This is an optimization exercise on Yosys and OpenROAD, whose aim is small area and a short achievable clock period, not a production implementation.
At most, simulation tests tie the RTL to the original design; equivalence was not proved.
Function not checked in runs 1 and 2: the RTL went through the layout flow alone.
No activity file was given, so power comes from the tool's default toggle rates.

==> design.v <==
`timescale 1ns/1ps
module inst_decoder (
    input  logic [31:0]         inst,
    output logic [1:0]          fu,
    output logic [4:0]          op,
    output logic [5-1:0]  dst,
    output logic [5-1:0]  src1,
    output logic [5-1:0]  src2,
    output logic [2:0]          imm_sel
);
    logic [6:0] opcode;
    logic [2:0] funct3;
    logic [6:0] funct7;
    logic       f7_zero, f7_alt, r_ok, i_ok, alt;
    logic       use_rd, use_rs1, use_rs2;
    logic [3:0] alu_code;
    assign opcode  = inst[6:0];
    assign funct3  = inst[14:12];
    assign funct7  = inst[31:25];
    assign f7_zero = funct7 == 7'h00;
    assign f7_alt  = funct7 == 7'h20;
    assign r_ok    = f7_zero | (f7_alt & (funct3 == 3'd0 | funct3 == 3'd5));
    assign i_ok    = (funct3 == 3'd1) ? f7_zero :
                     (funct3 == 3'd5) ? (f7_zero | f7_alt) : 1'b1;
    assign alt     = opcode[5] ? f7_alt : (f7_alt & (funct3 == 3'd5));
    always_comb begin
        case (funct3)
            3'd0:    alu_code = alt ? 4'd2 : 4'd1;
            3'd1:    alu_code = 4'd6;
            3'd2:    alu_code = 4'd9;
            3'd3:    alu_code = 4'd10;
            3'd4:    alu_code = 4'd5;
            3'd5:    alu_code = alt ? 4'd8 : 4'd7;
            3'd6:    alu_code = 4'd4;
            default: alu_code = 4'd3;
        endcase
    end
    always_comb begin
        fu      = 2'd0;
        op      = 5'd0;
        imm_sel = 3'd0;
        use_rd  = 1'b0;
        use_rs1 = 1'b0;
        use_rs2 = 1'b0;
        case (opcode)
            7'b0110011: if (r_ok) begin
                fu = 2'd1;
                op[3:0] = alu_code;
                {use_rd, use_rs1, use_rs2} = 3'b111;
            end
            7'b0010011: if (i_ok) begin
                fu = 2'd1;
                op[4] = 1'b1;
                op[3:0] = alu_code;
                {use_rd, use_rs1} = 2'b11;
                imm_sel = 3'd1;
            end
            7'b0000011: if (funct3 != 3'd3 && funct3 < 3'd6) begin
                fu = 2'd2;
                op[3:1] = funct3;
                {use_rd, use_rs1} = 2'b11;
                imm_sel = 3'd1;
            end
            7'b0100011: if (funct3 < 3'd3) begin
                fu = 2'd2;
                op[3:1] = funct3;
                op[0] = 1'b1;
                {use_rs1, use_rs2} = 2'b11;
                imm_sel = 3'd2;
            end
            7'b1100011: if (funct3 != 3'd2 && funct3 != 3'd3) begin
                fu = 2'd3;
                op = {2'b00, funct3};
                {use_rs1, use_rs2} = 2'b11;
                imm_sel = 3'd3;
            end
            7'b1101111: begin
                fu = 2'd3;
                op = 5'h10;
                use_rd = 1'b1;
                imm_sel = 3'd5;
            end
            7'b1100111: if (funct3 == 3'd0) begin
                fu = 2'd3;
                op = 5'h11;
                {use_rd, use_rs1} = 2'b11;
                imm_sel = 3'd1;
            end
            7'b0110111, 7'b0010111: begin    
                fu = 2'd1;
                op[4] = 1'b1;
                op[3:0] = opcode[5] ? 4'd11 : 4'd12;
                use_rd = 1'b1;
                imm_sel = 3'd4;
            end
            default: ;
        endcase
    end
    assign dst  = use_rd  ? inst[11:7]  : '0;
    assign src1 = use_rs1 ? inst[19:15] : '0;
    assign src2 = use_rs2 ? inst[24:20] : '0;
endmodule
`timescale 1ns/1ps
module ctrl_unit (
    input  logic               clk,
    input  logic               rst,
    input  logic [31:0]        pc,
    input  logic [31:0]        inst,
    input  logic [31:0]        imm,
    input  logic               alu_done,
    input  logic               mem_done,
    input  logic               jump_done,
    input  logic               is_jump,
    output logic               is_en,
    output logic [2:0]         imm_sel,
    output logic               alu_en,
    output logic               mem_en,
    output logic               jump_en,
    output logic [31:0]        pc_ctrl,
    output logic [31:0]        imm_ctrl,
    output logic [5-1:0] rs1_ctrl,
    output logic [5-1:0] rs2_ctrl,
    output logic [4:0]         jump_op,
    output logic [3:0]         alu_op,
    output logic               alu_use_pc,
    output logic               alu_use_imm,
    output logic               mem_we,
    output logic [2:0]         mem_bhw,
    output logic [2:0]         write_sel,
    output logic               reg_write,
    output logic [5-1:0] rd_ctrl
);
    logic [1:0]         dec_fu;
    logic [4:0]         dec_op;
    logic [4:0]         dec_dst, dec_src1, dec_src2;
    inst_decoder u_dec (
        .inst(inst), .fu(dec_fu), .op(dec_op), .dst(dec_dst),
        .src1(dec_src1), .src2(dec_src2), .imm_sel(imm_sel)
    );
    logic       b_a, b_m, b_j;       
    logic       d_a, d_m, d_j;       
    logic       p_a, p_m, p_j;       
    logic [4:0] dst_a, dst_m, dst_j;
    logic [1:0] t_a1, t_a2;          
    logic [1:0] t_m1, t_m2;          
    logic [1:0] t_j1, t_j2;          
    logic [1:0] w_am, w_ma, w_ja, w_jm;
    logic       jp;                  
    logic       stall, flush;
    logic       en_a, en_m, en_j, use0, use1;
    logic       el_a, el_m, el_j;
    logic [31:0] pc0, imm0, pc1, imm1;
    logic [4:0]  s1_0, s2_0, s1_1, s2_1;
    logic [4:0]  op0;
    logic [3:0]  op1;                
    assign jump_en = en_j;
    assign alu_en  = en_a;
    assign mem_en  = en_m;
    assign pc_ctrl  = ({32{use0}} & pc0)  | ({32{use1}} & pc1);
    assign imm_ctrl = ({32{use0}} & imm0) | ({32{use1}} & imm1);
    assign rs1_ctrl = ({5{use0}} & s1_0)  | ({5{use1}} & s1_1);
    assign rs2_ctrl = ({5{use0}} & s2_0)  | ({5{use1}} & s2_1);
    logic is_auipc;
    assign is_auipc    = en_a & (op0[3:0] == 4'd12);
    assign alu_use_pc  = is_auipc;
    assign alu_use_imm = en_a & op0[4];
    assign alu_op      = is_auipc ? 4'd1 : ({4{en_a}} & op0[3:0]);
    assign mem_we      = en_m & op1[0];
    assign mem_bhw     = {3{en_m}} & op1[3:1];
    assign jump_op[4]   = (en_j & ~jp & op0[4]) | (en_j & jp & op1[3]);
    assign jump_op[3]   = 1'b0;
    assign jump_op[2:0] = ({3{en_j & ~jp}} & op0[2:0]) | ({3{en_j & jp}} & op1[2:0]);
    logic keep0, keep1;
    assign keep0 = (p_a & ~en_a) | (p_j & ~jp & ~en_j);
    assign keep1 = (p_m & ~en_m) | (p_j & jp & ~en_j);
    logic g_a, g_m, g_j;
    assign g_j = el_j;
    assign g_a = el_a & ~el_j;
    assign g_m = el_m & ~el_j & ~el_a;
    assign reg_write = el_j | el_a | el_m;
    assign write_sel = {g_j, 1'b0, g_m};
    assign rd_ctrl   = ({5{g_a}} & dst_a) | ({5{g_m}} & dst_m) | ({5{g_j}} & dst_j);
    logic [6:0] opc;
    logic [2:0] f3;
    logic [6:0] f7;
    logic [4:0] rd;
    logic       f7z, f7a;
    logic       c_alu, c_ld, c_st, c_br, c_jmp;
    logic       rdhit, hazard, go, is_a, is_m, is_j;
    assign opc = inst[6:0];
    assign f3  = inst[14:12];
    assign f7  = inst[31:25];
    assign rd  = inst[11:7];
    assign f7z = f7 == 7'h00;
    assign f7a = f7 == 7'h20;
    assign c_alu = (opc == 7'b0110011 & (f7z | (f7a & (f3 == 3'd0 | f3 == 3'd5)))) |
                   (opc == 7'b0010011 & (f3 == 3'd1 ? f7z : f3 == 3'd5 ? (f7z | f7a) : 1'b1)) |
                   (opc == 7'b0110111) | (opc == 7'b0010111);
    assign c_ld  = opc == 7'b0000011 & f3 != 3'd3 & f3 != 3'd6 & f3 != 3'd7;
    assign c_st  = opc == 7'b0100011 & f3 != 3'd3 & ~f3[2];
    assign c_br  = opc == 7'b1100011 & f3 != 3'd2 & f3 != 3'd3;
    assign c_jmp = (opc == 7'b1101111) | (opc == 7'b1100111 & f3 == 3'd0);
    assign rdhit = (|rd) & ((b_a & (dst_a == rd)) | (b_m & (dst_m == rd)) | (b_j & (dst_j == rd)));
    assign hazard = (c_alu & (b_a | rdhit)) | (c_ld & (b_m | rdhit)) | (c_st & b_m) |
                    (c_br & b_j) | (c_jmp & (b_j | rdhit));
    assign is_en  = flush | (~stall & ~hazard);
    assign go     = ~flush & ~stall & ~hazard;
    assign is_a   = go & c_alu;
    assign is_m   = go & (c_ld | c_st);
    assign is_j   = go & (c_br | c_jmp);
    logic src1_nz, src2_nz, dst_nz;
    logic h1_a, h1_m, h1_j, h2_a, h2_m, h2_j;
    assign src1_nz = |dec_src1;
    assign src2_nz = |dec_src2;
    assign dst_nz  = |dec_dst;
    assign h1_a = src1_nz & b_a & (dst_a == dec_src1);
    assign h1_m = src1_nz & b_m & (dst_m == dec_src1);
    assign h1_j = src1_nz & b_j & (dst_j == dec_src1);
    assign h2_a = src2_nz & b_a & (dst_a == dec_src2);
    assign h2_m = src2_nz & b_m & (dst_m == dec_src2);
    assign h2_j = src2_nz & b_j & (dst_j == dec_src2);
    logic [1:0] x0, x1;
    assign x0 = {2{dst_nz}} & {dec_dst == s2_0, dec_dst == s1_0};
    assign x1 = {2{dst_nz}} & {dec_dst == s2_1, dec_dst == s1_1};
    logic       p_a_n, p_m_n, p_j_n, d_a_n, d_m_n, d_j_n, jp_n;
    logic [1:0] t_a1_n, t_a2_n, t_m1_n, t_m2_n, t_j1_n, t_j2_n;
    logic       rdy_a_n, rdy_m_n, rdy_j_n, en_a_n, en_m_n, en_j_n;
    logic       ra1_h, ra2_h, rm1_h, rm2_h;
    logic       war_a_n, war_m_n, war_j_n;
    assign p_a_n = is_a | (p_a & ~en_a & ~g_a);
    assign p_m_n = is_m | (p_m & ~en_m & ~g_m);
    assign p_j_n = is_j | (p_j & ~en_j & ~g_j);
    assign d_a_n = ~g_a & (d_a | (b_a & alu_done));
    assign d_m_n = ~g_m & (d_m | (b_m & mem_done));
    assign d_j_n = ~g_j & (d_j | (b_j & jump_done));
    assign t_a1_n = p_a ? t_a1 & ~{g_j, g_m} : {h1_j & ~g_j, h1_m & ~g_m};
    assign t_a2_n = p_a ? t_a2 & ~{g_j, g_m} : {h2_j & ~g_j, h2_m & ~g_m};
    assign t_m1_n = p_m ? t_m1 & ~{g_j, g_a} : {h1_j & ~g_j, h1_a & ~g_a};
    assign t_m2_n = p_m ? t_m2 & ~{g_j, g_a} : {h2_j & ~g_j, h2_a & ~g_a};
    assign t_j1_n = p_j ? t_j1 & ~{g_m, g_a} : {h1_m & ~g_m, h1_a & ~g_a};
    assign t_j2_n = p_j ? t_j2 & ~{g_m, g_a} : {h2_m & ~g_m, h2_a & ~g_a};
    assign jp_n   = p_j ? jp : keep0;
    assign rdy_a_n = p_a_n & ~(|t_a1_n) & ~(|t_a2_n);
    assign rdy_m_n = p_m_n & ~(|t_m1_n) & ~(|t_m2_n);
    assign rdy_j_n = p_j_n & ~(|t_j1_n) & ~(|t_j2_n);
    assign en_j_n  = rdy_j_n;
    assign en_a_n  = rdy_a_n & ~rdy_j_n;
    assign en_m_n  = rdy_m_n & ~rdy_j_n & ~rdy_a_n;
    assign ra1_h = p_a & ~en_a & ~g_a & ~(|(t_a1 & ~{g_j, g_m}));
    assign ra2_h = p_a & ~en_a & ~g_a & ~(|(t_a2 & ~{g_j, g_m}));
    assign rm1_h = p_m & ~en_m & ~g_m & ~(|(t_m1 & ~{g_j, g_a}));
    assign rm2_h = p_m & ~en_m & ~g_m & ~(|(t_m2 & ~{g_j, g_a}));
    assign war_a_n = ~g_m & ((w_am[0] & rm1_h) | (w_am[1] & rm2_h));
    assign war_m_n = ~g_a & ((w_ma[0] & ra1_h) | (w_ma[1] & ra2_h));
    assign war_j_n = (~g_a & ((w_ja[0] & ra1_h) | (w_ja[1] & ra2_h))) |
                     (~g_m & ((w_jm[0] & rm1_h) | (w_jm[1] & rm2_h)));
    always_ff @(posedge clk or posedge rst) begin
        if (rst) begin
            b_a <= 1'b0; b_m <= 1'b0; b_j <= 1'b0;
            d_a <= 1'b0; d_m <= 1'b0; d_j <= 1'b0;
            p_a <= 1'b0; p_m <= 1'b0; p_j <= 1'b0;
            en_a <= 1'b0; en_m <= 1'b0; en_j <= 1'b0;
            use0 <= 1'b0; use1 <= 1'b0;
            el_a <= 1'b0; el_m <= 1'b0; el_j <= 1'b0;
            stall <= 1'b0;
            flush <= 1'b0;
        end else begin
            b_a <= is_a | (b_a & ~g_a);
            b_m <= is_m | (b_m & ~g_m);
            b_j <= is_j | (b_j & ~g_j);
            d_a <= d_a_n;
            d_m <= d_m_n;
            d_j <= d_j_n;
            p_a <= p_a_n;
            p_m <= p_m_n;
            p_j <= p_j_n;
            en_a <= en_a_n;
            en_m <= en_m_n;
            en_j <= en_j_n;
            use0 <= en_a_n | (en_j_n & ~jp_n);
            use1 <= en_m_n | (en_j_n & jp_n);
            el_a <= d_a_n & ~war_a_n;
            el_m <= d_m_n & ~war_m_n;
            el_j <= d_j_n & ~war_j_n;
            if (is_j)
                stall <= 1'b1;
            else if (jump_done)
                stall <= 1'b0;
            flush <= jump_done & is_jump;
        end
    end
    always_ff @(posedge clk) begin
        if (!b_a) begin
            dst_a <= dec_dst;
            w_am  <= {2{p_m}} & x1;
        end else begin
            w_am  <= w_am & ~{2{g_m}};
        end
        if (!b_m) begin
            dst_m <= dec_dst;
            w_ma  <= {2{p_a}} & x0;
        end else begin
            w_ma  <= w_ma & ~{2{g_a}};
        end
        if (!b_j) begin
            dst_j <= dec_dst;
            w_ja  <= {2{p_a}} & x0;
            w_jm  <= {2{p_m}} & x1;
        end else begin
            w_ja  <= w_ja & ~{2{g_a}};
            w_jm  <= w_jm & ~{2{g_m}};
        end
        t_a1 <= t_a1_n;
        t_a2 <= t_a2_n;
        t_m1 <= t_m1_n;
        t_m2 <= t_m2_n;
        t_j1 <= t_j1_n;
        t_j2 <= t_j2_n;
        jp   <= jp_n;
        if (!keep0) begin
            pc0  <= pc;
            imm0 <= imm;
            s1_0 <= dec_src1;
            s2_0 <= dec_src2;
            op0  <= dec_op;
        end
        if (!keep1) begin
            pc1  <= pc;
            imm1 <= imm;
            s1_1 <= dec_src1;
            s2_1 <= dec_src2;
            op1  <= {dec_op[4] | dec_op[3], dec_op[2:0]};
        end
    end
endmodule
==> flow/run.sh <==
#!/bin/bash
# Standard layout, with plain buf_1 cells as the port buffers (the default pick is a slow delay buffer).
set -euo pipefail
export BUFFER_PORTS_ARGS="-buffer_cell sky130_fd_sc_hd__buf_1"
bash standard.sh "BUFFER_PORTS_ARGS=$BUFFER_PORTS_ARGS" finish > standard_flow.log 2>&1
==> standard.sh <==
#!/bin/bash
# synth_recipe.tcl (not shown) runs the flow's synth.tcl, then flattens the netlist and writes it again
# the make line also repeats each setting of config.mk as NAME=value (left out here)
make -C /OpenROAD-flow-scripts/flow DESIGN_CONFIG=/design/flow/config.mk WORK_HOME=/design/flow/orfs CLKGATE_MAP_FILE= SYNTH_SCRIPT=/design/flow/synth_recipe.tcl "${@:-finish}"
==> config.mk <==
export PLATFORM = sky130hd
export DESIGN_NAME = ctrl_unit
export DESIGN_NICKNAME = ctrl_unit
export VERILOG_FILES = /design/flow/design.v
export SDC_FILE = /design/flow/constraint.sdc
export NUM_CORES = 4
export LEC_CHECK = 0
export CAP_MARGIN = 20
export CORE_MARGIN = 2
export CORE_UTILIZATION = 40
export SETUP_SLACK_MARGIN = 1.0
export SLEW_MARGIN = 20
==> constraint.sdc <==
create_clock -name core_clock -period 5.0 [get_ports {clk}]
set_input_delay 1.0000 -clock core_clock [delete_from_list [all_inputs] [get_ports {clk}]]
set_output_delay 1.0000 -clock core_clock [all_outputs]
set_load 0.01 [all_outputs]
==> flow_metrics.tcl, run 1 <==
set metrics [dict create \
    drtAntennaViolNets 0 \
    drive_gt1_frac 0.0877 \
    min_period_ns 3.91 \
    dpl.cell_count 1201 \
    async_reset_ff_frac 0.0896 \
    fmax_mhz 256 \
    required_ns 4.00 \
    cts_buffers 23 \
    hold_end "el_m" \
    reg2reg_slack_ns 1.74 \
    critPathLaunchType "input pin" \
    grt-ovfl-total 0 \
    setup-violations-final 0 \
    clk_pin_slew_ns 0.06 \
    synth.top_cells.by_area "edfxtp_1 (55%), a22o_1 (6.9%), dfrtp_1 (5.0%), dfxtp_1 (4.5%), xnor2_1 (3.8%)" \
    syn-cell-area_sq_um 9430 \
    wire_per_inst_um 19.2 \
    routed_wl_um 23900 \
    synth_top_area_share 0.547 \
    avgSynthCellArea_sq_um 13.3 \
    ios 207 \
    crit_type "input pin to output pin" \
    die_y_um 158 \
    hold_viol 0 \
    synth_cell_types 75 \
    die_area_sq_um 24800 \
    htreeDepth 1 \
    drc 0 \
    first_pass_iters 5 \
    coreArea_sq_um 23300 \
    synth-edff-count 172 \
    grt_max_degree 50 \
    final_cells 1243 \
    end_kind "output pin" \
    power.density_nw_per_um2 475 \
    gp_congestion 0.902 \
    cp.arrival_ns 2.91 \
    cts-root-buf "clkbuf_16" \
    period_share 0.782 \
    reg2reg_depth 8 \
    slew_headroom 0.396 \
    outcome "timing/DRC/antenna clean" \
    maxSlewViolCount 0 \
    synth_top_area_cell "edfxtp_1" \
    ys_ff_latch 212 \
    yosysSeqAreaShare 0.642 \
    syn-instance-count 711 \
    clock_skew_ns 0.0158 \
    cap_viol_max_count 0 \
    worstPathMaxFanout 7 \
    syn_to_final_growth_pct 19.1 \
    grt_pass1_vias 6464 \
    io_buffers 204 \
    post-route-util 0.481 \
    cts_tree "built" \
    antenna_cells 0 \
    min_from "w_ma[1]" \
    worstMarginPinSlew_ns 0.906 \
    rsz0062_at_grt "no" \
    grt_antenna_before_repair 0 \
    die_w_um 158 \
    clk_path_buf_depth 3 \
    ir_drop_v 0.000354 \
    regToRegEndpoint "use0" \
    p_leak_uw 0.00409 \
    post_cts_buffers 0 \
    grt_usage 0.190 \
    tns_ns 0 \
    grt_first_pass_wirelength_um 36400 \
    hold_path.class "flop to flop" \
    routed_via_density 5.31 \
    cts_sinks 212 \
    worstHoldPathCells 1 \
    vias 6601 \
    nNetsFinal 1009 \
    ys.flop_type "edfxtp_1" \
    yosysWarnings 2 \
    fin_hold_ws_ns 0.422 \
    clk_latency_ns 0.52 \
    start_util 0.404 \
    row_count 56 \
    drt_iter0_drc 479 \
    reg2reg_from "el_j" \
    dp_hpwl_um 17000 \
]
==> routing by layer <==
metal  track usage  wire length, um
met3        0.0679             2330
met2         0.313            11400
met5             0                0
met1         0.244             9800
met4        0.0403              423
==> synth_stat cells (all sizes together) (5+ instances only) <==
cell type and count:
or4 9, and2 23, nand2b 5, dfxtp 21
nand2 39, a21oi 9, nand3 25, mux2i 7
nand4 14, a22oi 8, a31oi 5, nor4 6
clkbuf 28, and3 6, inv 20, edfxtp 172
a211oi 7, nor2 29, o21ai 39, dfrtp 19
nor3 9, xnor2 41, nor2b 7, buf 14
a22o 74, xor2 23
==> state kept, by name, indices dropped and copies added, names as in the netlist, 32 cells and up <==
register,count
imm1,32
pc0,32
pc1,32
imm0,32
==> area by class of cell <==
cell class	instances	area, sq um
clock buffers	28	594
clock inverters	14	134
fillers	2156	12100
inverters	20	75.1
multi-input cells	438	3130
flip-flops and latches	212	6060
well taps	319	399
repair buffers	212	832
==> cell families after synthesis <==
family | after synthesis | share of synthesized area
other | 1 | 0.000397
AND/OR/NAND/NOR | 195 | 0.117
buffers and inverters | 62 | 0.0306
flip-flops | 212 | 0.642
XOR/XNOR | 64 | 0.0594
multiplexers | 8 | 0.00902
AO/OA/AOI/OAI | 169 | 0.141
==> worst max-delay path by stage <==
stage	endpoint	depth (start not counted)	slack [ns]	start
after floorplan	is_en	7	1.30	inst[14]
after global placement	is_en	8	0.94	inst[5]
after global routing	is_en	8	1.03	inst[26]
after CTS	is_en	8	1.01	inst[6]
final	is_en	8	1.09	inst[14]
after detailed placement	is_en	8	0.92	inst[5]
==> placed cells by master, fill, tap and decap left out, types with 17 or more instances in the layout <==
cell type,Yosys,final
a22o_1,74,74
and2_1,21,20
buf_1,0,199
clkbuf_16,0,23
dfrtp_1,19,17
dfxtp_1,21,21
edfxtp_1,172,172
inv_1,20,20
nand2_1,39,39
nand3_1,24,24
nor2_1,29,29
o21ai_0,28,28
xnor2_1,41,41
xor2_1,23,23
==> per-stage QoR <==
step	area, sq um	setup slack, ns	power, uW
6_report	11200	1.09	5340
5_1_grt	11200	1.03	5600
3_3_place_gp	10500	0.942	3760
4_1_cts	11200	1.01	5400
3_5_place_dp	10500	0.923	3760
2_1_floorplan	9440	1.30	3330
==> power breakdown <==
group          switching (uW)  total [uW]  leakage [uW]  internal [uW]
clock                     666        1620      0.000360            955
combinational             673        1080       0.00144            403
sequential                300        2640       0.00229           2340
==> critical path, stage by stage <==
cell      delay, ns
buf_2          0.14
or4b_1         0.52
or4_4          0.45
and4bb_4       0.25
nand3_4        0.11
and3_4         0.21
o31ai_2        0.08
buf_1          0.14
==> timing repair <==
item / in CTS / in global routing
pin swaps: 0 / 1
gates resized for setup: 3 / 8
setup endpoints to repair: 1 / 1
hold buffers: 0 / 0
==> run 2: changes to the inputs <==
--- a/config.mk
+++ b/config.mk
@@ -10,3 +10,3 @@
 export CORE_UTILIZATION = 40
-export SETUP_SLACK_MARGIN = 1.0
+export SETUP_SLACK_MARGIN = 1.5
 export SLEW_MARGIN = 20
==> run 2 against run 1 <==
- still clean
- cell area up 2.1%
- area after synthesis is the same
- synthesized cell count stayed put
- highest routed layer unchanged
==> flow_metrics.tcl, run 2 <==
set metrics [dict create \
    drc 0 \
    p_int_uw 3780 \
    grt_max_degree 42 \
    io_buffers 204 \
    grt_antenna_before_repair 0 \
    die_w_um 158 \
    hold_viol 0 \
    reg2reg_from "el_j" \
    worstPathMaxFanout 5 \
    synth.top_cells.by_area "edfxtp_1 (55%), a22o_1 (6.9%), dfrtp_1 (5.0%), dfxtp_1 (4.5%), xnor2_1 (3.8%)" \
    clock_skew_ns 0.0205 \
    nNetsFinal 1018 \
    antenna_cells 0 \
    syn_to_final_growth_pct 21.6 \
    regToRegEndpoint "use0" \
    cts_buffers 24 \
    tns_ns 0 \
    grt_first_pass_wirelength_um 36400 \
    die_y_um 158 \
    coreArea_sq_um 23300 \
    dp_hpwl_um 16800 \
    first_pass_iters 5 \
    path_cells "buf_1 > or4_4 > a2111oi_4 > o211ai_4 > buf_12 > nand3_4 > and3_4 > o31ai_4 > buf_2" \
    critical-path-top-delay-family "simple AND/OR/NAND/NOR gates" \
    async_reset_ff_frac 0.0896 \
    required_ns 4.00 \
    synth_common_cells "edfxtp_1 (172), a22o_1 (74), xnor2_1 (41), nand2_1 (39), nor2_1 (29)" \
    cp.arrival_ns 2.79 \
    fmax_mhz 264 \
    drive_gt1_frac 0.104 \
    min_period_ns 3.79 \
    cpMaxStageDelayCell "or4_4" \
    synthMostInstantiatedCell "edfxtp_1" \
    grt-ovfl-total 0 \
    rsz0062_at_grt "yes" \
    ys_ff_latch 212 \
    die_area_sq_um 24800 \
    outcome "timing/DRC/antenna clean" \
    grt_pass1_vias 6555 \
    fill_cells 2134 \
    comb_power_share 0.200 \
    htreeDepth 1 \
    syn-instance-count 711 \
    synth_top_area_share 0.547 \
    period_share 0.758 \
    cts_sinks 212 \
    hold_end "el_a" \
    synth_cell_types 75 \
    clk_pin_slew_ns 0.06 \
    drtAntennaViolNets 0 \
    ys.flop_type "edfxtp_1" \
    gp_congestion 0.888 \
    swShare 0.305 \
    postLayoutCellArea_sq_um 11500 \
    ir_drop_v 0.000368 \
    cts_tree "built" \
    worstMarginPinSlew_ns 0.791 \
    postPlaceCellArea_sq_um 10500 \
    synth_top_area_cell "edfxtp_1" \
    cts-root-buf "clkbuf_16" \
    p_leak_uw 0.00419 \
    path_buf_inv 3 \
    drt_iter0_drc 346 \
    slew_headroom 0.472 \
    yosysSeqAreaShare 0.642 \
    reg2reg_depth 9 \
    multi_input_area_sq_um 3180 \
    yosysWarnings 2 \
    final_common_cell "buf_1" \
    power_frac_seq 0.487 \
    setup-violations-final 0 \
    routed_via_density 5.28 \
    crit_type "input pin to output pin" \
    max_stage_delay_ns 0.57 \
    maxSlewViolCount 0 \
    hold_path.class "flop to flop" \
    cap_viol_max_count 0 \
    routed_wl_um 24300 \
    seq_area_sq_um 6070 \
    min_from "w_am[1]" \
    clk_path_buf_depth 3 \
    clkPwrFrac 0.313 \
    start_util 0.404 \
    wire_per_inst_um 19.4 \
    synth-edff-count 172 \
    syn-cell-area_sq_um 9430 \
    worstHoldPathCells 1 \
    p_sw_uw 1660 \
    reg2reg_slack_ns 1.82 \
    ios 207 \
    grt_usage 0.190 \
    clk_latency_ns 0.52 \
    end_kind "output pin" \
    vias 6621 \
    row_count 56 \
    power.density_nw_per_um2 474 \
    avgSynthCellArea_sq_um 13.3 \
    layout_common_cells "buf_1 (195), edfxtp_1 (172), a22o_1 (74)" \
    critPathLaunchType "input pin" \
]
==> run 2: worst reg2reg max path, cell delays in order, from the launching register on <==
cell and delay (ns):
dfrtp_1 0.68, or3b_2 0.77, nand2_1 0.24, nor4_1 0.09, o21ai_0 0.08, buf_4 0.15
o21ai_0 0.07, a211o_2 0.35, a211oi_4 0.32, mux2_4 0.33
==> run 2: power groups by stage <==
stage,clock network [uW],registers [uW],logic (uW)
final,1700,2650,1090
after CTS,1740,2650,1100
after detailed placement,0,2690,1080
after floorplan,0,2530,802
after global routing,1800,2700,1200
after global placement,0,2680,1090
==> run 2: cells by family (layout without fill, tap and decap cells) <==
group                     after synthesis  after routing  synth area share
AOI/OAI and AO/OA                     169            169             0.141
xor gates and xnor gates               64             64            0.0594
buffers and inverters                  62            284            0.0306
DFF                                   212            212             0.642
muxes                                   8              8           0.00902
other                                   1              2          0.000397
and+or+nand+nor                       195            195             0.117
==> run 2: cell type report <==
cell class,count,share of cell area
tap,319,0.0348
clock inverter,10,0.00883
inverter,20,0.00654
timing repair buffer,220,0.0833
sequential,212,0.529
clock buffer,34,0.0601
multi-input combinational,438,0.277
==> run 2: how the worst max path moves through the flow <==
| stage | endpoint | from | slack (ns) | cells past startpoint |
|---|---|---|---|---|
| 3_3_place_gp | is_en | inst[14] | 0.87 | 8 |
| 4_1_cts | is_en | inst[12] | 1.16 | 8 |
| 2_1_floorplan | is_en | inst[14] | 1.32 | 7 |
| 6_report | is_en | inst[27] | 1.21 | 9 |
| 3_5_place_dp | is_en | inst[14] | 0.83 | 8 |
| 5_1_grt | is_en | inst[27] | 1.16 | 9 |
==> run 2: per-stage QoR <==
stage	total power, uW	util	hold slack (ns)	cells	setup slack, ns
finish	5440	0.492	0.455	1253	1.21
global placement	3760	0.449	0.435	1199	0.869
floorplan	3330	-	0.398	712	1.32
global route	5710	0.492	0.460	1253	1.16
detailed placement	3770	0.449	0.443	1199	0.835
CTS	5500	0.488	0.454	1249	1.16
==> run 2: what timing repair did <==
| item | in CTS | in global routing |
|---|---|---|
| endpoints found under the setup margin | 5 | 40 |
| gates resized for setup | 24 | 7 |
| pin swaps | 5 | 7 |
| setup buffers | 6 | 4 |
| hold buffers | 0 | 0 |
==> run 2: metal layers <==
| metal | up-vias | share of wire | track usage |
|---|---|---|---|
| met2 | 238 | 0.48 | 0.313 |
| met5 | - | 0 | 0 |
| met3 | 44 | 0.084 | 0.0610 |
| met1 | 3220 | 0.41 | 0.242 |
| li1 | 3119 | - | - |
| met4 | 0 | 0.024 | 0.0532 |
==> run 3: changes to the inputs <==
--- a/design.v
+++ b/design.v
@@ -140,2 +140,3 @@
     logic       b_a, b_m, b_j;       
+    logic       v_a, v_m, v_j;       
     logic       d_a, d_m, d_j;       
@@ -186,3 +187,2 @@
     logic [4:0] rd;
-    logic       f7z, f7a;
     logic       c_alu, c_ld, c_st, c_br, c_jmp;
@@ -193,6 +193,6 @@
     assign rd  = inst[11:7];
-    assign f7z = f7 == 7'h00;
-    assign f7a = f7 == 7'h20;
-    assign c_alu = (opc == 7'b0110011 & (f7z | (f7a & (f3 == 3'd0 | f3 == 3'd5)))) |
-                   (opc == 7'b0010011 & (f3 == 3'd1 ? f7z : f3 == 3'd5 ? (f7z | f7a) : 1'b1)) |
+    logic o6;
+    assign o6 = ~f7[6] & ~(|f7[4:0]);
+    assign c_alu = (opc == 7'b0110011 & o6 & (~f7[5] | f3 == 3'd0 | f3 == 3'd5)) |
+                   (opc == 7'b0010011 & (f3 == 3'd1 ? o6 & ~f7[5] : f3 == 3'd5 ? o6 : 1'b1)) |
                    (opc == 7'b0110111) | (opc == 7'b0010111);
@@ -202,5 +202,5 @@
     assign c_jmp = (opc == 7'b1101111) | (opc == 7'b1100111 & f3 == 3'd0);
-    assign rdhit = (|rd) & ((b_a & (dst_a == rd)) | (b_m & (dst_m == rd)) | (b_j & (dst_j == rd)));
-    assign hazard = (c_alu & (b_a | rdhit)) | (c_ld & (b_m | rdhit)) | (c_st & b_m) |
-                    (c_br & b_j) | (c_jmp & (b_j | rdhit));
+    assign rdhit = (v_a & (dst_a == rd)) | (v_m & (dst_m == rd)) | (v_j & (dst_j == rd));
+    assign hazard = (b_a & c_alu) | (b_m & (c_ld | c_st)) | (b_j & (c_br | c_jmp)) |
+                    ((c_alu | c_ld | c_jmp) & rdhit);
     assign is_en  = flush | (~stall & ~hazard);
@@ -259,2 +259,3 @@
             b_a <= 1'b0; b_m <= 1'b0; b_j <= 1'b0;
+            v_a <= 1'b0; v_m <= 1'b0; v_j <= 1'b0;
             d_a <= 1'b0; d_m <= 1'b0; d_j <= 1'b0;
@@ -270,2 +271,5 @@
             b_j <= is_j | (b_j & ~g_j);
+            v_a <= (is_a & dst_nz) | (v_a & ~g_a);
+            v_m <= (is_m & dst_nz) | (v_m & ~g_m);
+            v_j <= (is_j & dst_nz) | (v_j & ~g_j);
             d_a <= d_a_n;
--- a/config.mk
+++ b/config.mk
@@ -9,3 +9,5 @@
 export CORE_MARGIN = 2
-export CORE_UTILIZATION = 40
+export CORE_UTILIZATION = 65
+export CTS_BUF_LIST = sky130_fd_sc_hd__clkbuf_8 sky130_fd_sc_hd__clkbuf_16
+export CTS_CLUSTER_SIZE = 30
 export SETUP_SLACK_MARGIN = 1.5
==> run 3 against run 2 <==
- critical endpoint unchanged
- die area fell by 36%
- critical path depth did not move
- first-iteration DRC count rose by 130%
- hold slack got worse by 0.034 ns
- setup slack improved by 0.25 ns
- flip-flop and latch count rose by 3
- core utilization rose by 30 points
- via count rose by 8.1%
- sequential share of layout area rose by 0.64 points
- critical path type unchanged
- still clean on timing, DRC and antenna
- power fell by 2.3%
- largest cell class unchanged
- wire length fell by 0.43%
- global-route usage rose by 11 points
==> flow_metrics.tcl, run 3 <==
set metrics [dict create \
    route.met3.wl_um 1810 \
    total_power_uw 5310 \
    critical-path-top-delay-family "simple AND/OR/NAND/NOR gates" \
    yosysSeqAreaShare 0.637 \
    die_area_sq_um 15800 \
    io_buffers 204 \
    period_share 0.708 \
    first_pass_iters 5 \
    m1WireLength_um 9340 \
    synth_top_area_share 0.536 \
    yosysWarnings 2 \
    synth_common_cells "edfxtp_1 (172), a22o_1 (74), nand2_1 (45), nor2_1 (36), o21ai_0 (34)" \
    cpMaxStageDelayCell "nor4b_4" \
    hold_viol 0 \
    grt_antenna_before_repair 0 \
    row_count 44 \
    layout_common_cells "buf_1 (194), edfxtp_1 (172), a22o_1 (74)" \
    worstHoldPathCells 1 \
    critPathLaunchType "input pin" \
    cap_viol_max_count 0 \
    end_kind "output pin" \
    power.density_nw_per_um2 463 \
    wire_per_inst_um 21.0 \
    ctsHoldBuffers 0 \
    syn_to_final_growth_pct 19.0 \
    ir_drop_v 0.000357 \
    min_period_ns 3.54 \
    antenna_cells 0 \
    p_sw_uw 1670 \
    max_stage_delay_ns 0.32 \
    ios 207 \
    grt-ovfl-total 0 \
    start_util 0.663 \
    clock_skew_ns 0.0106 \
    cp.arrival_ns 2.54 \
    gp_congestion 0.938 \
    syn-cell-area_sq_um 9640 \
    required_ns 4.00 \
    vias 7154 \
    crit_type "input pin to output pin" \
    syn-instance-count 741 \
    grt_pass1_vias 7128 \
    synthMostInstantiatedCell "edfxtp_1" \
    htreeDepth 1 \
    grt_max_degree 80 \
    slew_headroom 0.299 \
    synth_cell_types 75 \
    async_reset_ff_frac 0.102 \
    cts_sinks 215 \
    grt_first_pass_wirelength_um 37400 \
    die_y_um 126 \
    tns_ns 0 \
    clk_path_buf_depth 3 \
    cts_tree "built" \
    power_frac_seq 0.510 \
    clk_pin_slew_ns 0.06 \
    rsz0062_at_grt "yes" \
    drtAntennaViolNets 0 \
    cts_buffers 22 \
    ys.flop_type "edfxtp_1" \
    comb_power_share 0.207 \
    crit_top_cell "buf_6" \
    hold_path.class "flop to flop" \
    reg2reg_depth 8 \
    final_common_cell "buf_1" \
    synth.top_cells.by_area "edfxtp_1 (54%), a22o_1 (6.7%), dfrtp_1 (5.7%), dfxtp_1 (4.4%), xnor2_1 (2.9%)" \
    min_from "w_am[1]" \
    cts-root-buf "clkbuf_16" \
    routed_via_density 6.21 \
    worstMarginPinSlew_ns 1.05 \
    worstPathMaxFanout 8 \
    cp.depth 9 \
    synth_top_area_cell "edfxtp_1" \
    routed_wl_um 24200 \
    coreArea_sq_um 14500 \
    path_buf_inv 4 \
    synth-edff-count 172 \
    die_w_um 126 \
    startpoint "inst[3]" \
    drc 0 \
    setup-violations-final 0 \
    p_int_uw 3640 \
    path_cells "buf_2 > nand4bb_4 > buf_6 > nor4b_4 > buf_4 > or3_4 > a21oi_2 > a31o_2 > buf_6" \
    routed-wl-met2_um 12400 \
    p_leak_uw 0.00427 \
    reg2reg_from "el_j" \
    dp_hpwl_um 16400 \
    clk_latency_ns 0.51 \
    drt_iter0_drc 798 \
    avgSynthCellArea_sq_um 13.0 \
    drive_gt1_frac 0.113 \
    nNetsFinal 1054 \
    ys_ff_latch 215 \
    grt_usage 0.296 \
    clkPwrFrac 0.282 \
    top_layer "met4" \
    fmax_mhz 282 \
    outcome "timing/DRC/antenna clean" \
    swShare 0.314 \
    maxSlewViolCount 0 \
]
## run 3: path summary, 6_finish.rpt
path                       endpoint  slack, ns
max in group asynchronous      use0       3.68
max                           is_en       1.46
min                            el_a       0.42
min in group asynchronous       d_m       0.65
min reg2reg                    el_a       0.42
max reg2reg                    use1       1.72
## run 3: what timing repair did
| item | CTS | global route |
|---|---|---|
| buffers inserted | 16 | 0 |
| gates resized for setup | 31 | 4 |
| endpoints found under the setup margin | 2 | 13 |
| pin swaps | 9 | 2 |
| gates cloned | 0 | 0 |
## run 3: kinds of logic (layout without fill, tap and decap cells)
kind of cell              after synthesis  in the layout  synth area share
buffers and inverters                  63            289            0.0283
and+or+nand+nor                       215            215             0.129
other                                   1              2          0.000389
DFF                                   215            215             0.637
xor gates and xnor gates               60             60            0.0545
muxes                                   6              6           0.00675
AOI/OAI and AO/OA                     181            181             0.144
## run 3: power groups by stage
| stage | Sequential, uW | Clock, uW | Combinational, uW |
|---|---|---|---|
| finish | 2710 | 1500 | 1100 |
| global placement | 2700 | 0 | 1030 |
| detailed placement | 2740 | 0 | 1050 |
| floorplan | 2560 | 0 | 819 |
| global route | 2750 | 1570 | 1190 |
| CTS | 2710 | 1510 | 1080 |
## run 3: layout make-up
cell class	instances	area, sq um
repair buffers	230	1020
flip-flops and latches	215	6140
well taps	184	230
fillers	895	3060
multi-input cells	464	3340
clock buffers	25	592
clock inverters	15	75.1
inverters	19	71.3
## run 3: stage by stage
step / utilization / instance area, sq um / setup WS (ns) / cells / hold slack, ns
floorplan: - / 9650 / 1.56 / 742 / 0.398
global placement: 0.725 / 10500 / 0.988 / 1095 / 0.409
detailed placement: 0.725 / 10500 / 0.928 / 1095 / 0.411
CTS: 0.787 / 11400 / 1.47 / 1151 / 0.420
global route: 0.789 / 11500 / 1.37 / 1152 / 0.437
finish: 0.789 / 11500 / 1.46 / 1152 / 0.421
## run 3: layer usage
metal | vias up | track usage
met5 | - | 0
met4 | 0 | 0.0866
met3 | 48 | 0.0472
met2 | 384 | 0.521
met1 | 3479 | 0.384
li1 | 3243 | -
==> run 4: changes to the inputs <==
--- a/config.mk
+++ b/config.mk
@@ -10,4 +10,4 @@
 export CORE_UTILIZATION = 65
-export CTS_BUF_LIST = sky130_fd_sc_hd__clkbuf_8 sky130_fd_sc_hd__clkbuf_16
-export CTS_CLUSTER_SIZE = 30
+export CTS_CLUSTER_DIAMETER = 200
+export CTS_CLUSTER_SIZE = 25
 export SETUP_SLACK_MARGIN = 1.5
==> run 4 against run 3 <==
- still clean on timing, DRC and antenna
- maximum frequency shrank 0.29%
- via count fell by 1.2%
- register-to-register slack got worse by 0.02 ns
- hold slack better by 0.0085 ns
- non-clock buffer count unchanged
- count of clock-buffer cells in the layout decreased by 6
- clock skew increased by 0.012 ns
- critical path depth is the same
- core utilization fell by 2.1 points
- wire length down 2.4%
- sequential share of layout area grew 1.4 points
- cell area is 2.6% lower
- highest routed layer unchanged
==> flow_metrics.tcl, run 4 <==
set metrics [dict create \
    outcome "timing/DRC/antenna clean" \
    synth_top_area_cell "edfxtp_1" \
    coreArea_sq_um 14500 \
    p_int_uw 3280 \
    period_share 0.710 \
    gp_congestion 0.938 \
    dp_hpwl_um 16400 \
    crit_top_cell "nand2_1" \
    tns_ns 0 \
    antenna_cells 0 \
    crit_type "input pin to output pin" \
    clk_path_buf_depth 3 \
    maxSlewViolCount 0 \
    synth-edff-count 172 \
    synth_cell_types 75 \
    required_ns 4.00 \
    drc 0 \
    p_leak_uw 0.00410 \
    start_util 0.663 \
    ctsHoldBuffers 0 \
    wire_per_inst_um 20.8 \
    die_w_um 126 \
    final_cells 1132 \
    syn-cell-area_sq_um 9640 \
    total_power_uw 4820 \
    dpl.cell_count 1095 \
    p_sw_uw 1540 \
    worstPathMaxFanout 8 \
    grt_max_degree 80 \
    grt_pass1_vias 6954 \
    drtAntennaViolNets 0 \
    ir_drop_v 0.000259 \
    comb_power_share 0.229 \
    drive_gt1_frac 0.0992 \
    power.density_nw_per_um2 432 \
    swShare 0.319 \
    avgSynthCellArea_sq_um 13.0 \
    cts_sinks 215 \
    routed_wl_um 23600 \
    min_period_ns 3.55 \
    ys.flop_type "edfxtp_1" \
    ios 207 \
    cp.arrival_ns 2.55 \
    fmax_mhz 282 \
    hold_viol 0 \
    yosysWarnings 2 \
    path_cells "buf_2 > nand4bb_4 > or3_4 > nor2_4 > nor2_2 > nand2_1 > nand2_1 > a31o_2 > buf_6" \
    cts-root-buf "clkbuf_16" \
    htreeDepth 1 \
    grt_usage 0.287 \
    ys_ff_latch 215 \
    end_kind "output pin" \
    cts_tree "built" \
    vias 7068 \
    synth.top_cells.by_area "edfxtp_1 (54%), a22o_1 (6.7%), dfrtp_1 (5.7%), dfxtp_1 (4.4%), xnor2_1 (2.9%)" \
    async_reset_ff_frac 0.102 \
    routed_via_density 6.24 \
    grt-ovfl-total 0 \
    grt_first_pass_wirelength_um 36400 \
    max_stage_delay_ns 0.38 \
    die_y_um 126 \
    setup-violations-final 0 \
    yosysSeqAreaShare 0.637 \
    fill_cells 906 \
    cpMaxStageDelayCell "or3_4" \
    clk_latency_ns 0.47 \
    grt_antenna_before_repair 0 \
    path_buf_inv 2 \
    synth_top_area_share 0.536 \
    hold_path.class "flop to flop" \
    cts_buffers 12 \
    first_pass_iters 6 \
    syn-instance-count 741 \
    synth_common_cells "edfxtp_1 (172), a22o_1 (74), nand2_1 (45), nor2_1 (36), o21ai_0 (34)" \
    row_count 44 \
    cap_viol_max_count 0 \
    rsz0062_at_grt "yes" \
    clk_pin_slew_ns 0.10 \
    die_area_sq_um 15800 \
    clkPwrFrac 0.212 \
    nNetsFinal 1044 \
    final_common_cell "buf_1" \
    power_frac_seq 0.560 \
    critPathLaunchType "input pin" \
    synthMostInstantiatedCell "edfxtp_1" \
    slew_headroom 0.320 \
    layout_common_cells "buf_1 (194), edfxtp_1 (172), a22o_1 (74)" \
    critical-path-top-delay-family "simple AND/OR/NAND/NOR gates" \
    drt_iter0_drc 651 \
    worstMarginPinSlew_ns 1.02 \
    io_buffers 204 \
    clock_skew_ns 0.0225 \
    syn_to_final_growth_pct 15.9 \
]
[run 4: cell count changes in the layout (fill, tap and decap cells not counted), sizes merged]
cell	change
clkinv	-11
inv	-3
clkbuf	-6
[run 4: final cells by class]
class | instances | area [sq um] | share of cell area
Inverter | 19 | 71.3 | 0.00638
Timing Repair Buffer | 230 | 1020 | 0.0914
Clock buffer | 19 | 348 | 0.0311
Tap cell | 184 | 230 | 0.0206
Clock inverter | 1 | 11.3 | 0.00101
Sequential cell | 215 | 6140 | 0.550
Multi-Input combinational cell | 464 | 3350 | 0.300
[run 4: layer usage]
metal	part of all wire	wire [um]	up-vias	global-route usage
li1	-	-	3212	-
met1	0.38	8950	3406	0.377
met2	0.52	12200	397	0.512
met3	0.082	1930	53	0.0382
met4	0.020	482	0	0.0724
met5	0	0	-	0
[run 4: per-stage QoR]
step                      utilization  area (sq um)  setup WS, ns  hold WS, ns
after floorplan                     -          9650          1.56        0.398
after global placement          0.725         10500         0.988        0.409
after detailed placement        0.725         10500         0.928        0.411
after CTS                       0.765         11100          1.47        0.427
after global routing            0.769         11200          1.38        0.444
final                           0.769         11200          1.45        0.429
[run 4: final timing paths]
path	startpoint	end	slack [ns]	cells after the start
min in group asynchronous	rst	el_a	0.68	2
min	w_am[1]	el_a	0.43	1
max reg2reg	el_a	use1	1.70	8
min reg2reg	w_am[1]	el_a	0.43	1
max in group asynchronous	rst	use0	3.70	2
max	inst[3]	is_en	1.45	9
[run 4: what timing repair did]
item,4_1_cts,5_1_grt
endpoints found under the setup margin,2,12
gates resized for setup,31,5
endpoints found under the hold margin,0,0
setup buffers,16,0
pin swaps,9,3
[run 4: worst reg2reg max path, cell delays in order, from the launching register on]
cell and delay, ns:
dfrtp_1 0.67, or3b_1 0.54, nand2_1 0.20, nor4_1 0.31, nand3_1 0.23, a2111o_1 0.42, o211a_1 0.16, or4b_1 0.52
mux2i_1 0.16
[run 4: kinds of logic after synthesis]
group / share of synthesized area
DFF: 0.637
AOI/OAI and AO/OA: 0.144
and+or+nand+nor: 0.129
buffers and inverters: 0.0283
muxes: 0.00675
other: 0.000389
xor gates and xnor gates: 0.0545
[run 4: power groups by stage]
| stage | sequential [uW] | combinational [uW] | clock, uW |
|---|---|---|---|
| 5_1_grt | 2740 | 1190 | 1100 |
| 2_1_floorplan | 2560 | 819 | 0 |
| 4_1_cts | 2700 | 1080 | 1040 |
| 6_report | 2700 | 1100 | 1020 |
| 3_3_place_gp | 2700 | 1030 | 0 |
| 3_5_place_dp | 2740 | 1050 | 0 |
==> run 5: changes to the inputs <==
--- a/config.mk
+++ b/config.mk
@@ -11,3 +11,3 @@
 export CTS_CLUSTER_DIAMETER = 200
-export CTS_CLUSTER_SIZE = 25
+export CTS_CLUSTER_SIZE = 20
 export SETUP_SLACK_MARGIN = 1.5
==> run 5 against run 4 <==
- final cell count grew 0.35%
- still clean
- area after synthesis unchanged
- power up 1.7%
- register-to-register slack worse by 0.03 ns
- highest routed layer unchanged
- non-clock buffer count is the same
- combinational power barely moved
==> flow_metrics.tcl, run 5 <==
set metrics [dict create \
    path_cells "buf_2 > nand4bb_4 > buf_6 > nor4b_4 > buf_4 > or3_4 > a21oi_2 > a31o_2 > buf_6" \
    gp_congestion 0.938 \
    routed_via_density 6.26 \
    rsz0062_at_grt "yes" \
    crit_type "input pin to output pin" \
    synth_common_cells "edfxtp_1 (172), a22o_1 (74), nand2_1 (45), nor2_1 (36), o21ai_0 (34)" \
    path_buf_inv 4 \
    cp.arrival_ns 2.55 \
    critical-path-top-delay-family "simple AND/OR/NAND/NOR gates" \
    hold_viol 0 \
    vias 7108 \
    ios 207 \
    end_kind "output pin" \
    ir_drop_v 0.000240 \
    hold_path.class "flop to flop" \
    avgSynthCellArea_sq_um 13.0 \
    fmax_mhz 282 \
    cts_sinks 215 \
    wire_per_inst_um 20.6 \
    maxSlewViolCount 0 \
    slew_headroom 0.312 \
    fill_cells 906 \
    final_cells 1136 \
    crit_top_cell "buf_6" \
    postLayoutCellArea_sq_um 11200 \
    synth_top_area_cell "edfxtp_1" \
    cap_viol_max_count 0 \
    total_power_uw 4900 \
    syn-cell-area_sq_um 9640 \
    postPlaceCellArea_sq_um 10500 \
    critPathLaunchType "input pin" \
    drive_gt1_frac 0.0987 \
    routed_wl_um 23400 \
    synth.top_cells.by_area "edfxtp_1 (54%), a22o_1 (6.7%), dfrtp_1 (5.7%), dfxtp_1 (4.4%), xnor2_1 (2.9%)" \
    synth-edff-count 172 \
    row_count 44 \
    final_common_cell "buf_1" \
    fin_hold_ws_ns 0.429 \
    nNetsFinal 1046 \
    async_reset_ff_frac 0.102 \
    dp_hpwl_um 16400 \
    drtAntennaViolNets 0 \
    min_period_ns 3.55 \
    worstMarginPinSlew_ns 1.03 \
    clk_path_buf_depth 3 \
    drc 0 \
    ys.flop_type "edfxtp_1" \
    grt-ovfl-total 0 \
    period_share 0.709 \
    clk_latency_ns 0.47 \
    antenna_cells 0 \
    cts_buffers 14 \
    yosysSeqAreaShare 0.637 \
    layout_common_cells "buf_1 (194), edfxtp_1 (172), a22o_1 (74)" \
    yosysWarnings 2 \
    tns_ns 0 \
    reg2reg_slack_ns 1.67 \
    syn-instance-count 741 \
    power.density_nw_per_um2 437 \
    start_util 0.663 \
    ctsHoldBuffers 0 \
    synth_cell_types 75 \
    worstPathMaxFanout 8 \
    max_stage_delay_ns 0.32 \
    synth_top_area_share 0.536 \
    ys_ff_latch 215 \
    synthMostInstantiatedCell "edfxtp_1" \
    setup-violations-final 0 \
    drt_iter0_drc 674 \
    grt_first_pass_wirelength_um 36600 \
    htreeDepth 1 \
    coreArea_sq_um 14500 \
    die_w_um 126 \
    cts-root-buf "clkbuf_16" \
    grt_antenna_before_repair 0 \
    syn_to_final_growth_pct 16.4 \
    p_leak_uw 0.00412 \
    cts_tree "built" \
    grt_pass1_vias 6937 \
    grt_max_degree 80 \
    die_y_um 126 \
    required_ns 4.00 \
    dpl.cell_count 1095 \
    clk_pin_slew_ns 0.09 \
    first_pass_iters 5 \
    cpMaxStageDelayCell "nor4b_4" \
    outcome "timing/DRC/antenna clean" \
    io_buffers 204 \
    die_area_sq_um 15800 \
    grt_usage 0.290 \
    clock_skew_ns 0.0218 \
]
[run 5: cell types whose count changed in the layout (fill, tap and decap cells not counted)]
| cell | delta |
|---|---|
| clkbuf_1 | +2 |
| clkbuf_16 | +2 |
| a21oi_1 | +1 |
| a21oi_2 | -1 |
| inv_4 | +1 |
| inv_8 | -1 |
| or3_1 | +1 |
| or3_4 | -1 |
[run 5: where the power goes]
part           internal [uW]  total [uW]  switching, uW  leakage (uW)
logic                    430        1100            673       0.00159
clock network            561        1100            542      0.000199
registers               2360        2700            335       0.00233
[run 5: repair_timing]
item | CTS | global route
gates resized for setup | 31 | 3
pin swaps | 9 | 2
gates cloned | 0 | 0
buffers inserted | 16 | 0
endpoints found under the setup margin | 2 | 12
[run 5: path summary, 6_finish.rpt]
| check | startpoint | to | depth (start not counted) |
|---|---|---|---|
| worst max-delay path | inst[3] | is_en | 9 |
| max in group asynchronous | rst | el_j | 2 |
| worst max register to register | el_a | use1 | 8 |
| worst min-delay path | w_am[1] | el_a | 1 |
| worst min register to register | w_am[1] | el_a | 1 |
| min in group asynchronous | rst | el_a | 2 |
[run 5: cells by family (layout without fill, tap and decap cells)]
group | Yosys count | in the layout | share of synthesized area
and+or+nand+nor | 215 | 215 | 0.129
AOI/OAI and AO/OA | 181 | 181 | 0.144
xor gates and xnor gates | 60 | 60 | 0.0545
other | 1 | 2 | 0.000389
DFF | 215 | 215 | 0.637
buffers and inverters | 63 | 273 | 0.0283
muxes | 6 | 6 | 0.00675
[run 5: area by class of cell]
cell class	count	area, sq um	share of cell area
Timing Repair Buffer	230	1020	0.0910
Inverter	19	71.3	0.00636
Sequential cell	215	6140	0.547
Clock buffer	23	405	0.0361
Multi-Input combinational cell	464	3340	0.298
Tap cell	184	230	0.0205
Clock inverter	1	6.26	0.000558
[run 5: metal layers]
metal,track usage,routed length (um),vias to the layer above
li1,-,-,3222
met1,0.390,8970,3437
met2,0.506,12100,397
met3,0.0336,1780,52
met4,0.0795,554,0
met5,0,0,-
[run 5: worst reg2reg max path, cell delays in order, from the launching register on]
cell	delay (ns)
dfrtp_1	0.66
or3b_1	0.56
nand2_1	0.21
nor4_1	0.32
nand3_1	0.23
a2111o_1	0.42
o211a_1	0.16
or4b_1	0.52
mux2i_1	0.16
[run 5: metrics by stage]
step | setup WS [ns] | util
final | 1.45 | 0.772
after global routing | 1.37 | 0.772
after CTS | 1.47 | 0.769
after global placement | 0.988 | 0.725
after floorplan | 1.56 | -
after detailed placement | 0.928 | 0.725
==> run 6: changes to the inputs <==
--- a/config.mk
+++ b/config.mk
@@ -10,4 +10,4 @@
 export CORE_UTILIZATION = 65
-export CTS_CLUSTER_DIAMETER = 200
-export CTS_CLUSTER_SIZE = 20
+export CTS_CLUSTER_DIAMETER = 60
+export CTS_CLUSTER_SIZE = 25
 export SETUP_SLACK_MARGIN = 1.5
==> run 6 against run 5 <==
- area after synthesis stayed put
- synthesized cell count unchanged
- global-route usage barely moved
- largest power group unchanged
- highest routed layer unchanged
==> flow_metrics.tcl, run 6 <==
set metrics [dict create \
    clk_path_buf_depth 3 \
    synthMostInstantiatedCell "edfxtp_1" \
    die_y_um 126 \
    end_kind "output pin" \
    synth_common_cells "edfxtp_1 (172), a22o_1 (74), nand2_1 (45), nor2_1 (36), o21ai_0 (34)" \
    path_cells "buf_2 > nand2b_1 > or3_4 > o22ai_4 > or3_4 > a21oi_2 > a31o_2 > buf_6" \
    final_common_cell "buf_1" \
    min_period_ns 3.56 \
    grt-ovfl-total 0 \
    vias 7060 \
    io_buffers 204 \
    synth-edff-count 172 \
    cp.depth 8 \
    fmax_mhz 281 \
    cts-root-buf "clkbuf_16" \
    crit_type "input pin to output pin" \
    p_leak_uw 0.00412 \
    syn-cell-area_sq_um 9640 \
    crit_top_cell "or3_4" \
    worstMarginPinSlew_ns 1.03 \
    ys_ff_latch 215 \
    power.density_nw_per_um2 448 \
    start_util 0.663 \
    gp_congestion 0.938 \
    hold_path.class "flop to flop" \
    cap_viol_max_count 0 \
    drtAntennaViolNets 0 \
    synth_top_area_share 0.536 \
    yosysWarnings 2 \
    grt_first_pass_wirelength_um 36500 \
    avgSynthCellArea_sq_um 13.0 \
    drt_iter0_drc 675 \
    wire_per_inst_um 20.9 \
    ctsHoldBuffers 0 \
    cts_buffers 14 \
    cts_sinks 215 \
    dp_hpwl_um 16400 \
    yosysSeqAreaShare 0.637 \
    slew_headroom 0.315 \
    path_buf_inv 2 \
    first_pass_iters 7 \
    grt_max_degree 80 \
    fill_cells 912 \
    clock_skew_ns 0.0176 \
    routed_wl_um 23600 \
    synth_cell_types 75 \
    clk_pin_slew_ns 0.09 \
    maxSlewViolCount 0 \
    syn-instance-count 741 \
    setup_slack_ns 1.44 \
    tns_ns 0 \
    row_count 44 \
    routed_via_density 6.25 \
    critical-path-top-delay-family "simple AND/OR/NAND/NOR gates" \
    drc 0 \
    synth_top_area_cell "edfxtp_1" \
    cp.arrival_ns 2.56 \
    multi_input_area_sq_um 3340 \
    period_share 0.713 \
    grt_pass1_vias 6929 \
    worstPathMaxFanout 11 \
    grt_antenna_before_repair 0 \
    drive_gt1_frac 0.0983 \
    worstHoldPathCells 1 \
    clk_latency_ns 0.48 \
    antenna_cells 0 \
    required_ns 4.00 \
    ir_drop_v 0.000423 \
    cts_tree "built" \
    rsz0062_at_grt "yes" \
    ys.flop_type "edfxtp_1" \
    dp_slack_ns 0.928 \
    nNetsFinal 1040 \
    reg2reg_depth 8 \
    syn_to_final_growth_pct 16.6 \
    layout_common_cells "buf_1 (194), edfxtp_1 (172), a22o_1 (74)" \
    critPathLaunchType "input pin" \
    outcome "timing/DRC/antenna clean" \
    max_stage_delay_ns 0.42 \
    coreArea_sq_um 14500 \
    grt_usage 0.290 \
    ios 207 \
    async_reset_ff_frac 0.102 \
    seq_area_sq_um 6140 \
    cpMaxStageDelayCell "or3_4" \
    hold_viol 0 \
    htreeDepth 1 \
    die_area_sq_um 15800 \
    setup-violations-final 0 \
    synth.top_cells.by_area "edfxtp_1 (54%), a22o_1 (6.7%), dfrtp_1 (5.7%), dfxtp_1 (4.4%), xnor2_1 (2.9%)" \
    die_w_um 126 \
]
-- run 6: worst paths after layout --
path                            startpoint     to  slack [ns]
worst max-delay path               inst[6]  is_en        1.44
min in group asynchronous              rst    d_m        0.67
max in group asynchronous              rst   use1        3.72
worst max register to register        el_j   use1        1.73
worst min register to register     w_ma[1]   el_m        0.44
worst min-delay path               w_ma[1]   el_m        0.44
-- run 6: report_power, final --
part / internal [uW] / switching, uW
clock: 637 / 604
sequential: 2360 / 335
combinational: 428 / 672
total: 3430 / 1610
-- run 6: stage by stage --
stage          cell area, sq um  utilization  total power, uW  instances  hold slack [ns]
4_1_cts                   11200        0.771             5020       1129            0.431
6_report                  11200        0.774             5040       1130            0.444
5_1_grt                   11200        0.774             5240       1130            0.469
3_3_place_gp              10500        0.725             3730       1095            0.409
2_1_floorplan              9650            -             3370        742            0.398
3_5_place_dp              10500        0.725             3790       1095            0.411
-- run 6: cell families after synthesis --
kind of cell           after synthesis  synth area share
XOR/XNOR                            60            0.0545
AND/OR/NAND/NOR                    215             0.129
multiplexers                         6           0.00675
other                                1          0.000389
AO/OA/AOI/OAI                      181             0.144
buffers and inverters               63            0.0283
flip-flops                         215             0.637
-- run 6: cell type report --
type | count | share of cell area
clock buffers | 17 | 0.0349
clock inverters | 7 | 0.00846
inverters | 19 | 0.00634
multi-input cells | 464 | 0.297
flip-flops and latches | 215 | 0.546
well taps | 184 | 0.0205
repair buffers | 224 | 0.0865
-- run 6: layer usage --
metal / routed length (um) / share of wire / vias up / track usage
met1: 9270 / 0.39 / 3459 / 0.381
met3: 1620 / 0.069 / 49 / 0.0404
li1: - / - / 3206 / -
met5: 0 / 0 / - / 0
met2: 12200 / 0.52 / 346 / 0.511
met4: 522 / 0.022 / 0 / 0.0795
-- run 6: what timing repair did --
action                     CTS  global route
setup endpoints to repair    2             4
resized for setup           28             5
setup buffers               10             0
pin swaps                    9             5
==> run 7: changes to the inputs <==
--- a/config.mk
+++ b/config.mk
@@ -9,5 +9,3 @@
 export CORE_MARGIN = 2
-export CORE_UTILIZATION = 65
-export CTS_CLUSTER_DIAMETER = 60
-export CTS_CLUSTER_SIZE = 25
+export CORE_UTILIZATION = 40
 export SETUP_SLACK_MARGIN = 1.5
==> run 7 against run 6 <==
- core utilization is 28 points lower
- still clean
- clock power grew 27%
- sequential power hardly changed
- largest power group unchanged
- cell area grew 3.9%
- synthesized cell count did not move
- register-to-register slack improved by 0.12 ns
- hold slack lost 0.017 ns
- first-iteration DRC count is 32% lower
- critical path type unchanged
- via count down 3.8%
==> flow_metrics.tcl, run 7 <==
set metrics [dict create \
    gp_congestion 0.855 \
    slew_headroom 0.437 \
    required_ns 4.00 \
    ys_ff_latch 215 \
    ys.flop_type "edfxtp_1" \
    antenna_cells 0 \
    reg2reg_from "el_j" \
    routed_wl_um 24200 \
    htreeDepth 1 \
    final_cells 1284 \
    nNetsFinal 1052 \
    clock_skew_ns 0.0135 \
    yosys.area_share.adder 0 \
    outcome "timing/DRC/antenna clean" \
    syn-cell-area_sq_um 9640 \
    path_buf_inv 2 \
    max_stage_delay_ns 0.41 \
    cts-root-buf "clkbuf_16" \
    synth_compound_area_frac 0.144 \
    hold_viol 0 \
    synth-edff-count 172 \
    ios 207 \
    die_w_um 159 \
    synthMostInstantiatedCell "edfxtp_1" \
    worstHoldPathCells 1 \
    coreArea_sq_um 23500 \
    period_share 0.706 \
    cts_tree "built" \
    cts_sinks 215 \
    syn-instance-count 741 \
    synth_common_cells "edfxtp_1 (172), a22o_1 (74), nand2_1 (45), nor2_1 (36), o21ai_0 (34)" \
    critical-path-top-delay-family "simple AND/OR/NAND/NOR gates" \
    fill_cells 2168 \
    crit_top_cell "nand2_1" \
    hold_end "el_a" \
    final_common_cell "buf_1" \
    start_util 0.409 \
    grt_antenna_before_repair 0 \
    hold_path.class "flop to flop" \
    grt_usage 0.186 \
    avgSynthCellArea_sq_um 13.0 \
    clk_latency_ns 0.51 \
    maxSlewViolCount 0 \
    synth-simple-area-share 0.129 \
    ir_drop_v 0.000243 \
    end_kind "output pin" \
    drc 0 \
    regToRegEndpoint "use1" \
    setup-violations-final 0 \
    synth_cell_types 75 \
    cap_viol_max_count 0 \
    async_reset_ff_frac 0.102 \
    drtAntennaViolNets 0 \
    p_leak_uw 0.00425 \
    worstMarginPinSlew_ns 0.845 \
    die_y_um 159 \
    cpMaxStageDelayCell "or3_4" \
    syn_to_final_growth_pct 21.2 \
    clk_pin_slew_ns 0.06 \
    layout_common_cells "buf_1 (191), edfxtp_1 (172), a22o_1 (74)" \
    cp.arrival_ns 2.53 \
    drive_gt1_frac 0.111 \
    fmax_mhz 283 \
    yosysWarnings 2 \
    clk_path_buf_depth 3 \
    rsz0062_at_grt "yes" \
    wire_per_inst_um 18.8 \
    dpl.cell_count 1229 \
    synth_top_area_cell "edfxtp_1" \
    critPathLaunchType "input pin" \
    min_period_ns 3.53 \
    drt_iter0_drc 461 \
    row_count 56 \
    tns_ns 0 \
    reg2reg_slack_ns 1.85 \
    synth_xor_area_frac 0.0545 \
    routed_via_density 5.29 \
    grt_first_pass_wirelength_um 37700 \
    synth_mux_area_frac 0.00675 \
    dp_hpwl_um 16900 \
    synth_top_area_share 0.536 \
    cts_buffers 24 \
    min_from "w_am[1]" \
    grt-ovfl-total 0 \
    crit_type "input pin to output pin" \
    grt_max_degree 54 \
    vias 6791 \
    grt_pass1_vias 6770 \
    synth_top_family_by_area "compound AO/OA/AOI/OAI gates" \
    die_area_sq_um 25400 \
    io_buffers 204 \
    reg2reg_depth 8 \
    yosysSeqAreaShare 0.637 \
    power.density_nw_per_um2 460 \
    worstPathMaxFanout 11 \
    synth.top_cells.by_area "edfxtp_1 (54%), a22o_1 (6.7%), dfrtp_1 (5.7%), dfxtp_1 (4.4%), xnor2_1 (2.9%)" \
    path_cells "buf_2 > nand2b_1 > or3_4 > nor2_4 > nor2_2 > nand2_1 > nand2_1 > a31o_2 > buf_6" \
    first_pass_iters 5 \
]
==> run 7: cell types whose count changed in the layout (fill, tap and decap cells not counted), sizes merged <==
| cell | delta |
|---|---|
| clkinvlp | +4 |
| buf | +1 |
| clkbuf | +12 |
| bufinv | -1 |
| inv | -2 |
| clkinv | +5 |
==> run 7: cell families after synthesis <==
family / after synthesis
muxes: 6
DFF: 215
and+or+nand+nor: 215
other: 1
xor gates and xnor gates: 60
AOI/OAI and AO/OA: 181
buffers and inverters: 63
==> run 7: through the flow <==
step                       util  instance area (sq um)  setup WS, ns  hold WS [ns]  power (uW)
after floorplan               -                   9650          1.56         0.398        3370
after global placement    0.455                  10700         0.909         0.407        3800
after detailed placement  0.455                  10700         0.824         0.423        3820
after CTS                 0.492                  11600          1.45         0.426        5410
after global routing      0.496                  11700          1.39         0.450        5640
final                     0.496                  11700          1.47         0.427        5370
==> run 7: what timing repair did <==
action / 4_1_cts / 5_1_grt
gates resized for setup: 30 / 5
endpoints found under the setup margin: 2 / 30
pin swaps: 11 / 5
hold buffers: 0 / 0
setup buffers: 9 / 3
==> run 7: layout make-up <==
cell class | count | area (sq um) | area share
clock inverters | 13 | 71.3 | 0.00610
clock buffers | 28 | 637 | 0.0545
flip-flops and latches | 215 | 6140 | 0.526
repair buffers | 226 | 1040 | 0.0890
multi-input cells | 464 | 3320 | 0.285
inverters | 19 | 71.3 | 0.00610
well taps | 319 | 399 | 0.0342
==> run 7: worst max-delay path by stage <==
stage	from	end	cells after the start
6_report	inst[6]	is_en	9
5_1_grt	inst[3]	is_en	9
4_1_cts	inst[27]	is_en	9
3_5_place_dp	inst[12]	is_en	9
3_3_place_gp	inst[12]	is_en	8
2_1_floorplan	inst[26]	is_en	7
==> run 7: worst register-to-register path, cell delays in order (launching register included) <==
cell and delay [ns]:
dfrtp_2 0.62, or3b_1 0.54, nand2_1 0.19, nor4_1 0.30
nand3_1 0.20, a2111o_1 0.40, o211a_1 0.17, or4b_1 0.51
mux2i_1 0.15
==> run 7: report_power, final <==
group | leakage (uW) | internal, uW | switching, uW | total [uW]
sequential | 0.00233 | 2370 | 306 | 2680
combinational | 0.00159 | 428 | 688 | 1120
clock | 0.000332 | 905 | 676 | 1580
==> run 7: routing by layer <==
metal | global-route usage | wire (um)
met4 | 0.0442 | 491
met2 | 0.304 | 11300
met1 | 0.261 | 11000
met3 | 0.0331 | 1440
met5 | 0 | 0

[what the ideal ports hide]
The flow's constraints put no driver on any port. The routed layouts listed below were extracted and timed again, unchanged, in two steps. Step 1 assumes that a clkbuf_16 drives the clock port and a buf_2 every other input. Step 2 moves the port delays by t, midway between the first and last clock arrival at a register: inputs arrive t later, outputs are due t later. That takes back most of the time a late clock gives input paths. a / b / c = ideal ports / drivers / drivers and shift; a / b = the first two.
run	t, ns	setup WS [ns]	worst slew at a driven data input, ns	pins driven straight from the clock port
run 1	0.560	1.090 / 1.068 / 1.068	0.05	1
run 2	0.556	1.211 / 1.174 / 1.092	0.07	1
run 3	0.545	1.458 / 1.441 / 1.182	0.06	1
run 4	0.499	1.448 / 1.430 / 1.197	0.06	1
run 5	0.504	1.453 / 1.436 / 1.197	0.06	1
run 6	0.515	1.437 / 1.417 / 1.294	0.06	1
run 7	0.544	1.470 / 1.451 / 1.326	0.07	1
After both steps setup and hold are still met in every run listed. The setup slack of run 3, which loses most, moves by -0.017 ns with the drivers and by -0.276 ns with both steps.
